Context: an optimization exercise on an open-source flow, tuned for small area, a short achievable clock period and few clock cycles per item. The choices shown serve that exercise and are no tape-out recipe. Only simulation tests tie the RTL to the original design; equivalence was not proved.

ember:
Design oxygen_cell_calibrate_and_mod, start of the top module:
module oxygen_cell_calibrate_and_mod #(
    parameter int CAL_SAMPLES = 10
) (
    input  logic                                  clk,
    input  logic                                  rst_n,
    input  logic                                  in_valid,
    output logic                                  in_stall,
    input  logic                                  opcode,
    input  logic signed [ocm_pkg::SAMPLE_W-1:0]   sample,
    output logic                                  out_valid,
    input  logic                                  out_stall,
    output logic [ocm_pkg::O2_W-1:0]              o2_tenths,
    output logic [ocm_pkg::DEPTH_W-1:0]           depth_normal_tenths,
    output logic [ocm_pkg::DEPTH_W-1:0]           depth_tech_tenths,
    output logic                                  calibration_done,
    output logic                                  not_calibrated,
    input  logic                                  cfg_valid,
    output logic                                  cfg_ready,
    input  logic [ocm_pkg::CFG_IDX_W-1:0]         cfg_index,
    input  logic [ocm_pkg::CFG_W-1:0]             cfg_data
);
For scale: ~4800 cells after synthesis, ~720 flip-flops, roughly 77 I/O pins, ~54000 µm² of cells after synthesis.
Settings: LEC_CHECK=0, CAP_MARGIN=20, CORE_MARGIN=2, CORE_UTILIZATION=60, SETUP_SLACK_MARGIN=1.5, SLEW_MARGIN=20, TNS_END_PERCENT=20; clock period 6.0 ns.
run.sh (not shown) runs the stock make flow with config.mk's settings and CLKGATE_MAP_FILE= SYNTH_SCRIPT=/design/flow/synth_recipe.tcl, a recipe that flattens the netlist after the stock synthesis.
ember completed; timing, DRC and antenna clean
Testbench counts of ember, summed over its fixed seeds: cycles 1,408, items 1,280.
Input-level comparison between amber and ember:
# ember
export LEC_CHECK = 0
export CAP_MARGIN = 20
export CORE_MARGIN = 2
export CORE_UTILIZATION = 60
export SETUP_SLACK_MARGIN = 1.5
export SLEW_MARGIN = 20
export TNS_END_PERCENT = 20
create_clock -name core_clock -period 6.0 [get_ports {clk}]
# amber
export LEC_CHECK = 0
export CAP_MARGIN = 20
export CORE_MARGIN = 2
export CORE_UTILIZATION = 60
export PLACE_DENSITY = 0.75
export SETUP_SLACK_MARGIN = 1.5
export SLEW_MARGIN = 20
create_clock -name core_clock -period 6.0 [get_ports {clk}]
- Worst setup slack was higher in the run labelled ember.
- amber vs ember — met3 routed wirelength rose 1.4 mm.
- Of ember and amber, the higher total of cells resized after clock tree synthesis belongs to amber.
- Diff ember -> amber: initial antenna violation count fell 1; maximum number of pins on one net before global-route repair rose 27.
- Global-route usage, ember and amber, higher one = amber.
- amber gives more share of the cycle needed by the critical path after routing than ember did.
#### Input delta (yarrow over amber)
# amber
export LEC_CHECK = 0
export CAP_MARGIN = 20
export CORE_MARGIN = 2
export CORE_UTILIZATION = 60
export PLACE_DENSITY = 0.75
export SETUP_SLACK_MARGIN = 1.5
export SLEW_MARGIN = 20
create_clock -name core_clock -period 6.0 [get_ports {clk}]
# yarrow
export LEC_CHECK = 0
export CAP_MARGIN = 20
export CORE_MARGIN = 2
export CORE_UTILIZATION = 60
export SETUP_SLACK_MARGIN = 1.5
export SLEW_MARGIN = 20
create_clock -name core_clock -period 6.0 [get_ports {clk}]
Notes after the runs:
From amber to yarrow the numbers moved as follows: largest net degree at the start of global routing shrank by about 10%; layout clock buffer count shrank by 8; clock period minus final worst setup slack shrank by 0.18 ns.
Setup changes, yarrow to fjord
# yarrow
export LEC_CHECK = 0
export CAP_MARGIN = 20
export CORE_MARGIN = 2
export CORE_UTILIZATION = 60
export SETUP_SLACK_MARGIN = 1.5
export SLEW_MARGIN = 20
create_clock -name core_clock -period 6.0 [get_ports {clk}]
# fjord
export LEC_CHECK = 0
export CAP_MARGIN = 20
export CORE_MARGIN = 2
export CORE_UTILIZATION = 60
export SETUP_SLACK_MARGIN = 1.7
export SLEW_MARGIN = 20
create_clock -name core_clock -period 6.0 [get_ports {clk}]
- Between fjord and yarrow, area growth from synthesis to layout is lower for yarrow, fjord comes in above that.
- Compared with yarrow, fjord instantiates a larger number of standard cells.
- Changes observed in fjord relative to yarrow: total placed instance area higher; accumulated negative setup slack roughly the same; area of the mapped netlist roughly the same; setup slack lower.
- Flip-flop and latch share of the layout cell area, fjord and yarrow: larger value in yarrow
- Taking yarrow as the reference point, the share of the clock period used by the worst path of fjord rises by 2.4 points.
[inputs] lagoon vs fjord
# fjord
export LEC_CHECK = 0
export CAP_MARGIN = 20
export CORE_MARGIN = 2
export CORE_UTILIZATION = 60
export SETUP_SLACK_MARGIN = 1.7
export SLEW_MARGIN = 20
create_clock -name core_clock -period 6.0 [get_ports {clk}]
# lagoon
export LEC_CHECK = 0
export CAP_MARGIN = 5
export CORE_MARGIN = 2
export CORE_UTILIZATION = 60
export SETUP_SLACK_MARGIN = 1.5
export SLEW_MARGIN = 5
create_clock -name core_clock -period 6.0 [get_ports {clk}]
--- outcome ---
- Between fjord and lagoon, area of placed instances decreased.
- Reported for lagoon and fjord, setup violation total in the final timing report turned out identical to the last digit.
- Of the two values seen for uppermost metal layer occupied by signal nets, met5 was produced by fjord and met4 by lagoon.
- Taking fjord as the reference point, the part of the cycle the worst path needs of lagoon falls by 2.4 points.
- lagoon against fjord: setup slack rose 0.15 ns, worst setup slack after placement fell 0.023 ns, footprint of the multi-input gates fell 0.41%, area growth from synthesis to layout fell 1.8 points.
- Compared with fjord, lagoon ends up with a smaller final cell area.
- lagoon ended up with a lower routed wire length than fjord did.
- Wire length of the first global-routing pass, lagoon and fjord: smaller value in lagoon

* * *

Starting RTL as in the previous note.
make LEC_CHECK=0 CAP_MARGIN=20 CORE_MARGIN=2 CORE_UTILIZATION=60 SETUP_SLACK_MARGIN=1.5 SLEW_MARGIN=20 TNS_END_PERCENT=50 finish   # period 6.0 ns
Testbench counts at the start, summed over its fixed seeds: cycles 1,408, items 1,280.
Then changed:
CORE_UTILIZATION = 40   (was 60)
TNS_END_PERCENT = unset   (was 50)
Effect:
- The changed run passed the timing, design-rule and antenna checks
- fmax fell by 0.73%
- routed wire length rose by 4.8%
- count of clock-buffer cells in the layout rose by 20
- global-route usage fell by 8.2 points
- worst setup slack is worse by 0.035 ns
- first-iteration DRC count fell by 6.2%
- final cell count rose by 11%

* * *

## west
oxygen_cell_calibrate_and_mod again, from the RTL that the note above started with.
Settings: LEC_CHECK=0, CAP_MARGIN=20, CORE_MARGIN=2, CORE_UTILIZATION=66, SETUP_SLACK_MARGIN=1.5, SLEW_MARGIN=20; clock period 6.0 ns.
west went all the way through the flow, and no timing, DRC or antenna check failed.
Testbench counts of west, summed over its fixed seeds: cycles 1,408, items 1,280.
Modified inputs, south compared to west
Settings: CORE_UTILIZATION: 66 -> 60; CTS_CLUSTER_SIZE: unset -> 30; CTS_BUF_LIST: unset -> sky130_fd_sc_hd__clkbuf_4 sky130_fd_sc_hd__clkbuf_8.
### Flow results
Looking at the reports, south completed the entire flow and the layout it produced met the timing, design-rule and antenna checks. west finished end to end and its layout was clean on timing, DRC and antenna. There was hardly any difference in number of port buffers between south and west. Summary of the comparison: die area is higher in south, relative to west. In the reports for west and south, the smaller area growth from synthesis to layout belongs to south. south: final cell utilization of the core 7.6 points below west. west has lower H-tree level count than south.

-- re-timing with driven ports --
How much do the figures lean on ideal ports? The routed layouts below were timed once more, with nothing changed but the port constraints.
Step 1 sets driving cells, clkbuf_16 on the clock port and buf_2 on the other inputs (assumed; they add their load-dependent delay and slew).
Step 2 times the ports against the registers' clock, not the clock port: input delays grow and output delays shrink by t, the midpoint of the rising clock arrivals with the driver on.
Three values: ideal, step 1, step 2; two values: the first two.
run	t, ns	slack for setup (ns)	worst setup path after step 2
ember	0.734	1.206 / 1.206 / 1.206	register to register
amber	0.719	1.150 / 1.150 / 1.150	register to register
yarrow	0.720	1.332 / 1.332 / 1.332	register to register
fjord	0.730	1.186 / 1.186 / 1.186	register to register
lagoon	0.720	1.332 / 1.332 / 1.332	register to register
the first run of note 2	0.734	1.266 / 1.266 / 1.266	register to register
the second run of note 2	0.764	1.231 / 1.231 / 1.231	register to register
west	0.713	1.102 / 1.102 / 1.102	register to register
south	0.887	1.314 / 1.314 / 1.314	register to register
After both steps setup and hold are still met in every run listed.
